Background: an optimization exercise with open tools, aiming at small area, a short achievable clock period and few clock cycles per item. Do not read the settings as production practice.
Function was checked by simulation only, so behaviour that the tests miss may differ from the original.

Design rms_sound_level_meter, start of the top module:
module rms_sound_level_meter #(
   parameter int MAX_BLOCK = 1024
) (
   input  logic                 clock,
   input  logic                 reset,
   input  logic                 req_valid,
   output logic                 req_stall,
   input  logic signed [31:0]   audio_word,
   input  logic                 block_end,
   output logic                 rsp_valid,
   input  logic                 rsp_stall,
   output logic signed [15:0]   level_db,
   output logic                 report_out,
   output logic                 silent,
   input  logic                 csr_we,
   input  logic [1:0]           csr_index,
   input  logic [14:0]          csr_wdata
);
Size in the first run: ~4400 cells after synthesis, roughly 480 flip-flops, about 75 I/O pins, about 0.045 mm^2 of cells after synthesis.
clock: 13.0 ns
lec_check: 0
cap_margin: 20
core_margin: 2
core_utilization: 40
cts_cluster_size: 30
slew_margin: 20
standard.sh (not shown) runs the stock make flow with config.mk's settings and CLKGATE_MAP_FILE= SYNTH_SCRIPT=/design/flow/synth_recipe.tcl, a recipe that flattens the netlist after the stock synthesis.
==> flow/flow/run.sh <==
#!/bin/bash
# The standard layout (standard.sh: ORFS synthesis with the standard flow's script,
# then floorplan to finish) with these changes to how it is optimized:
#  - Yosys's synth skips its early ABC pass (SYNTH_ARGS=-noabc), so the
#    full adders written in the RTL are extracted as they are, without
#    inverters between them; registers are the same as in the standard
#    synthesis;
#  - ORFS's repair_timing keeps a larger setup margin (flow/margin.txt), so
#    it sizes and buffers the critical paths;
#  - the port buffers are a plain buffer cell instead of the delay cell the
#    resizer picks by default.
# All output goes to make_finish.log here; ORFS's own logs are in orfs/logs.
set -euo pipefail
MARGIN=$(cat flow/margin.txt)
bash standard.sh SYNTH_ARGS=-noabc SETUP_SLACK_MARGIN=$MARGIN \
  "BUFFER_PORTS_ARGS=-buffer_cell sky130_fd_sc_hd__buf_4" finish > make_finish.log 2>&1
==> flow/flow/margin.txt <==
9.15
Testbench counts at the start, summed over its fixed seeds: cycles 19,485, samples 19,106.
Rerun with:
==> flow/flow/margin.txt (replaced) <==
9.0
Outcome: The new run finished clean; die area does not change; synthesized cell count is unchanged; worst setup slack loses 0.082 ns; hold slack improves by 0.0064 ns; wire length drops by 1.9%; area after synthesis does not change; clock-buffer cell count goes up by 15.
Rerun with:
==> flow/flow/margin.txt (replaced) <==
8.85
Outcome: Register-to-register slack gets worse by 0.18 ns. Die area stays the same. Final cell count decreases by 0.87%. Worst setup slack gets worse by 0.098 ns. Routed wire length decreases by 0.64%. Critical path depth increases by 8.

* * *

rms_sound_level_meter, a different RTL version from the one above (not shown whole).
Size in the first run: roughly 45000 µm² of cells after synthesis.
Settings: LEC_CHECK=0, CAP_MARGIN=5, CORE_MARGIN=2, CORE_UTILIZATION=40, CTS_CLUSTER_DIAMETER=100, CTS_CLUSTER_SIZE=25, SLEW_MARGIN=5; clock period 13.0 ns.
==> flow/flow/margin.txt <==
9.0
Scripts as last shown in full above: flow/flow/run.sh
Testbench counts at the start, summed over its fixed seeds: cycles 19,485, samples 19,106.
Then changed:
--- a/flow/config.mk
+++ b/flow/config.mk
@@ -8 +8 @@
-export CAP_MARGIN = 5
+export CAP_MARGIN = 10
@@ -13 +13,2 @@
-export SLEW_MARGIN = 5
+export GPL_ROUTABILITY_DRIVEN = 0
+export SLEW_MARGIN = 10
Die area is unchanged.
Worst setup slack stays the same.
Final area stays the same.
Then changed:
--- a/flow/flow/run.sh
+++ b/flow/flow/run.sh
@@ -6,2 +6,5 @@
-#    inverters between them; registers are the same as in the standard
-#    synthesis;
+#    inverters between them;
+#  - adders use Yosys's own carry-lookahead mapping instead of ORFS's
+#    Kogge-Stone extra map (setting SYNTH_OPERATIONS_ARGS to -nordff, a
+#    no-op here since the design has no memories, drops that extra map);
+#    registers are the same as in the standard synthesis;
@@ -15 +18 @@
-bash standard.sh SYNTH_ARGS=-noabc SETUP_SLACK_MARGIN=$MARGIN \
+bash standard.sh SYNTH_ARGS=-noabc SYNTH_OPERATIONS_ARGS=-nordff SETUP_SLACK_MARGIN=$MARGIN \
==> flow/flow/margin.txt (replaced) <==
9.1
--- a/flow/config.mk
+++ b/flow/config.mk
@@ -13 +12,0 @@
-export GPL_ROUTABILITY_DRIVEN = 0
The new run finished clean.
Register-to-register slack degrades by 0.35 ns.
Die area drops by a few percent.
Core utilization climbs by 2.0 points.
Design area climbs by a few percent.
Final cell count drops by a few percent.
Critical path depth climbs by 15.
Routed wire length climbs slightly.
Global-route usage climbs by 1.1 points.
Maximum frequency drops by a little under a tenth.
Then changed:
--- a/flow/flow/run.sh
+++ b/flow/flow/run.sh
@@ -6,5 +6,2 @@
-#    inverters between them;
-#  - adders use Yosys's own carry-lookahead mapping instead of ORFS's
-#    Kogge-Stone extra map (setting SYNTH_OPERATIONS_ARGS to -nordff, a
-#    no-op here since the design has no memories, drops that extra map);
-#    registers are the same as in the standard synthesis;
+#    inverters between them; registers are the same as in the standard
+#    synthesis;
@@ -18 +15 @@
-bash standard.sh SYNTH_ARGS=-noabc SYNTH_OPERATIONS_ARGS=-nordff SETUP_SLACK_MARGIN=$MARGIN \
+bash standard.sh SYNTH_ARGS=-noabc SETUP_SLACK_MARGIN=$MARGIN \
==> flow/flow/margin.txt (replaced) <==
9.0
--- a/flow/config.mk
+++ b/flow/config.mk
@@ -8 +8 @@
-export CAP_MARGIN = 10
+export CAP_MARGIN = 20
@@ -13 +13 @@
-export SLEW_MARGIN = 10
+export SLEW_MARGIN = 20
Effect:
- maximum frequency goes up by 7.3%
- design area drops by 2.2%
- worst setup slack improved by 0.29 ns
- final cell count grows by 5.6%
- routed wire length came out lower by 1.5%
- hold slack is worse by 0.013 ns
- flip-flop and latch count stays the same
- via count is higher by 6.5%
- core utilization drops by 2.0 points
Then changed:
--- a/flow/config.mk
+++ b/flow/config.mk
@@ -8 +8 @@
-export CAP_MARGIN = 20
+export CAP_MARGIN = 10
@@ -10 +10 @@
-export CORE_UTILIZATION = 40
+export CORE_UTILIZATION = 47
@@ -13 +13 @@
-export SLEW_MARGIN = 20
+export SLEW_MARGIN = 10
Effect:
- global-route usage goes up by 3.5 points
- wire length hardly moves
- sequential cell count stays the same
- design area stays flat
- via count barely changes
Then changed:
--- a/flow/config.mk
+++ b/flow/config.mk
@@ -10 +10 @@
-export CORE_UTILIZATION = 47
+export CORE_UTILIZATION = 40
What happened:
- hold slack hardly moves
- final cell count is higher by 3.7%
- critical path depth stays the same
- fmax barely changes
- sequential share of layout area barely changes
- utilization went down by 7.3 points

==> re-timing with driven ports <==
The results above use ideal ports. As a check the final layouts listed here were re-extracted and re-timed, cells and wires unchanged.
Step 1: set_driving_cell puts a clkbuf_16 on clock and a buf_2 on each other input, an assumption about the parent block.
Step 2 adds t to the input delays and takes it off the output delays; t is the mean of the earliest and latest rising clock arrival at the registers after step 1. Input paths then give back, and output paths get back, about the clock's delay inside the block.
Slacks: ideal ports / drivers / drivers and shift; pairs: ideal ports / drivers.
run	shift t [ns]	setup WS [ns]	worst setup path at the end
the first run of note 1	0.709	9.093 / 9.032 / 8.622	input to register
the second run of note 1	0.730	9.012 / 8.951 / 8.886	input to register
the third run of note 1	0.706	8.914 / 8.852 / 8.606	input to register
the first run of note 2	0.679	9.064 / 8.996 / 8.674	input to register
the second run of note 2	0.679	9.064 / 8.996 / 8.674	input to register
the third run of note 2	0.711	8.744 / 8.744 / 8.742	input to register
the fourth run of note 2	0.686	9.034 / 8.998 / 8.677	input to register
the fifth run of note 2	0.677	9.075 / 9.005 / 8.675	input to register
the sixth run of note 2	0.679	9.064 / 8.996 / 8.674	input to register
After both steps setup and hold are still met in every run listed. The setup slack of the first run of note 1, which loses most, moves by -0.061 ns with the drivers and by -0.471 ns with both steps.
